Background: an optimization exercise with open tools, aiming at small area, a short achievable clock period and few clock cycles. Do not read the settings as production practice.
Power figures rest on the tool's default switching activity, not on a simulated workload.

job 6153:
==> flow/design.v (excerpt) <==
module foreground_line_engine
#(
    parameter int NUM_OBJECTS  = 64,
    parameter int MAX_PER_LINE = 16,
    localparam int OW = $clog2(NUM_OBJECTS),
    localparam int HW = $clog2(MAX_PER_LINE + 1),
    localparam int N  = MAX_PER_LINE
) (
    input  logic          gpu_clk,
    input  logic          rst_n,
    input  logic          prefetch_start_i,
    input  logic [7:0]    prefetch_y_i,
    output logic          busy_o,
    output logic          done_o,
    output logic          miss_o,
    output logic          overflow_o,
    output logic [OW-1:0] obm_addr_o,
    input  mapache64::obm_object_t   obm_object_i,
    output logic [7:0]    pmf_addr_o,
    input  logic [15:0]   pmf_line_i,
    input  logic [7:0]    display_x_i,
    input  logic [7:0]    display_y_i,
    output mapache64::pixel_t        pixel_o,
    output logic          valid_o
);
    localparam bit EARLY_STOP = 1'b1;
    logic           busy_q, scan_q, drain_q, done_q, miss_q, ovf_q, overflow_q;
    logic           rr_q, victim_q;
    logic [OW-1:0]  idx_q;
    logic [HW-1:0]  hcnt_q;
    logic [7:0]     y_q, pmf_addr_q, dy;
    logic           hit1_q, hit2_q, hflip1_q, hflip2_q;
    logic [3:0]     slot1_q, slot2_q;
    logic [2:0]     xlo1_q, xlo2_q;
    logic           accept, on_line, full, new_hit, drop, last, stop, unused_rsvd;
    logic [15:0]    lrot;
    assign accept      = prefetch_start_i && !busy_q;
    assign dy          = y_q - obm_object_i.y;
    assign on_line     = dy[7:3] == 5'd0;
    assign full        = hcnt_q == HW'(MAX_PER_LINE);
    assign new_hit     = scan_q && on_line && !full;
    assign drop        = scan_q && on_line && full;
    assign last        = idx_q == '0;
    assign stop        = last || (EARLY_STOP && drop);
    assign unused_rsvd = ^obm_object_i.rsvd;
    always_ff @(posedge gpu_clk or negedge rst_n) begin
        if (!rst_n) begin
            busy_q     <= 1'b0;
            scan_q     <= 1'b0;
            drain_q    <= 1'b0;
            done_q     <= 1'b0;
            miss_q     <= 1'b0;
            overflow_q <= 1'b0;
            rr_q       <= 1'b0;
            idx_q      <= '0;
            hit1_q     <= 1'b0;
  ...
clock: 10.0 ns
lec_check: 0
cap_margin: 20
core_margin: 2
core_utilization: 40
slew_margin: 20
run.sh (not shown) runs the stock make flow with config.mk's settings and CLKGATE_MAP_FILE= SYNTH_SCRIPT=/design/flow/synth_recipe.tcl, a recipe that flattens the netlist after the stock synthesis.
--- input diff job 6153..job 1911 ---
-- flow/design.v --
<<< job 6153, line 35
    input  logic [7:0]      rd_y_i,
    output logic            match_o,
    output logic [4:0]      rd_pix_o
);
    logic [7:0]  ex_q [N];
>>> job 1911, line 35
    input  logic [7:0]      rd_y_i,
    output logic            match_o,
    output logic [N-1:0]    nz_o,
    output logic [2*N-1:0]  lum_o,
    output logic [3*N-1:0]  color_o
);
    logic [7:0]  ex_q [N];
<<< job 6153, line 42
    logic [4:0]  cnt_q;
    logic        tag_valid_q;
    logic [4:0]  node [2*N-1];
    logic [7:0]  tag_y_q;
    always_ff @(posedge clk or negedge rst_n) begin
>>> job 1911, line 44
    logic [4:0]  cnt_q;
    logic        tag_valid_q;
    logic [7:0]  tag_y_q;
    always_ff @(posedge clk or negedge rst_n) begin
<<< job 6153, line 72
        assign in  = ge ? rd_x_i[7:3] == ex_q[e][7:3] : rd_x_i[7:3] == hi1;
        assign lum = el_q[e][2*rd_x_i[2:0] +: 2];
        assign node[N-1+e] = {(in && cnt_q > 5'(e)) ? lum : 2'd0, ec_q[e]};
    end
    for (genvar i = N - 2; i >= 0; i--) begin : g_tree
        assign node[i] = node[2*i+1][4:3] != 2'd0 ? node[2*i+1] : node[2*i+2];
    end
    assign rd_pix_o = node[0][4:3] != 2'd0 ? node[0] : 5'd0;
    assign match_o = tag_valid_q && tag_y_q == rd_y_i;
endmodule
>>> job 1911, line 73
        assign in  = ge ? rd_x_i[7:3] == ex_q[e][7:3] : rd_x_i[7:3] == hi1;
        assign lum = el_q[e][2*rd_x_i[2:0] +: 2];
        assign nz_o[e]          = in && cnt_q > 5'(e) && lum != 2'd0;
        assign lum_o[2*e +: 2]  = lum;
        assign color_o[3*e +: 3] = ec_q[e];
    end
    assign match_o = tag_valid_q && tag_y_q == rd_y_i;
endmodule
<<< job 6153, line 191
        end
    end
    logic [1:0]        match;
    logic [9:0]        rd_pix;
    mapache64::pixel_t pixel_q;
    for (genvar g = 0; g < 2; g++) begin : g_buf
        fg_line_buffer #(.N(N)) u_buf (
>>> job 1911, line 190
        end
    end
    logic [1:0]     match;
    logic [N-1:0]   nz [2];
    logic [2*N-1:0] lum [2];
    logic [3*N-1:0] color [2];
    for (genvar g = 0; g < 2; g++) begin : g_buf
        fg_line_buffer #(.N(N)) u_buf (
<<< job 6153, line 212
            .rd_y_i      (display_y_i),
            .match_o     (match[g]),
            .rd_pix_o    (rd_pix[5*g +: 5])
        );
    end
    always_ff @(posedge gpu_clk or negedge rst_n) begin
        if (!rst_n) pixel_q <= '0;
        else        pixel_q <= match[0] ? rd_pix[4:0] : match[1] ? rd_pix[9:5] : '0;
    end
    assign busy_o     = busy_q;
>>> job 1911, line 212
            .rd_y_i      (display_y_i),
            .match_o     (match[g]),
            .nz_o        (nz[g]),
            .lum_o       (lum[g]),
            .color_o     (color[g])
        );
    end
    logic           rd_a_q;
    logic [N-1:0]   rd_nz_q;
    logic [2*N-1:0] rd_lum_q;
    always_ff @(posedge gpu_clk or negedge rst_n) begin
        if (!rst_n) rd_nz_q <= '0;
        else        rd_nz_q <= match[0] ? nz[0] : match[1] ? nz[1] : '0;
    end
    always_ff @(posedge gpu_clk) begin
        rd_a_q   <= match[0];
        rd_lum_q <= match[0] ? lum[0] : lum[1];
    end
    mapache64::pixel_t disp_pix;
    logic [N-1:0]      rd_first;
    always_comb begin
        rd_first = rd_nz_q & ~(rd_nz_q - 1'b1);
        disp_pix = '0;
        for (int e = 0; e < N; e++) begin
            if (rd_first[e])
                disp_pix = disp_pix | {rd_lum_q[2*e +: 2], rd_a_q ? color[0][3*e +: 3] : color[1][3*e +: 3]};
        end
    end
    assign busy_o     = busy_q;
<<< job 6153, line 225
    assign obm_addr_o = idx_q;
    assign pmf_addr_o = pmf_addr_q;
    assign pixel_o    = pixel_q;
    assign valid_o    = pixel_q.lightness != 2'd0;
endmodule
>>> job 1911, line 244
    assign obm_addr_o = idx_q;
    assign pmf_addr_o = pmf_addr_q;
    assign pixel_o    = disp_pix;
    assign valid_o    = |rd_nz_q;
endmodule
Notes after the runs:
Job 1911 ended with every stage complete and zero timing, DRC or antenna violations. Job 1911 vs job 6153: combinational power share down in job 1911. For job 6153, the slowest stage cell on the critical path was sky130_fd_sc_hd__inv_2, unlike job 1911, where it was sky130_fd_sc_hd__nor4_4. Higher maximum fanout along the worst path was reported by job 6153, not job 1911. Lower time the worst path needs with I/O delays and setup among job 1911 and job 6153: job 1911. Between job 1911 and job 6153, the difference in total chip power is negligible. Sort job 1911 and job 6153 by core footprint desc -> top: job 1911. On clock share of power: job 1911 sits above job 6153. Job 6153 → job 1911: synthesized area shows an increase of 0.48%, initial antenna violation count shows an increase of 7. The standard cells in job 1911 occupy more silicon area than those in job 6153 do. Going from job 6153 to job 1911, global-route wire length before repair up about 2.3%, clock sink total rose by about 4.6%. For job 6153, the termination of the worst setup path was pixel_q[0]$_DFF_PN0_, unlike job 1911, where it was pixel_o[0]. In the metrics for job 1911 and job 6153, the one carrying the lower per-cell routed wire length is job 6153. Clock latency on the worst-skew pair across job 1911 and job 6153: no real change.
No functional check of the RTL was part of any run of this note.

[separate check: timing with driven ports]
The results above use ideal ports. As a check the final layouts listed here were re-extracted and re-timed, cells and wires unchanged. Step 1: set_driving_cell puts a clkbuf_16 on gpu_clk and a buf_2 on each other input, an assumption about the parent block. Step 2 also shifts input and output timing later by t, the mid clock arrival at the registers, as if the neighbouring blocks saw the same clock. Slacks: no drivers / after step 1 / after step 2; pairs: no drivers / after step 1.
run	t, ns	setup WS [ns]	worst slew at a driven data input, ns
job 6153	0.732	3.268 / 3.305 / 2.573	0.07
job 1911	0.752	3.838 / 3.765 / 4.130	0.06
After both steps every run listed still meets setup and hold. The setup slack of job 6153, which loses most, moves by +0.037 ns with the drivers and by -0.695 ns with both steps.
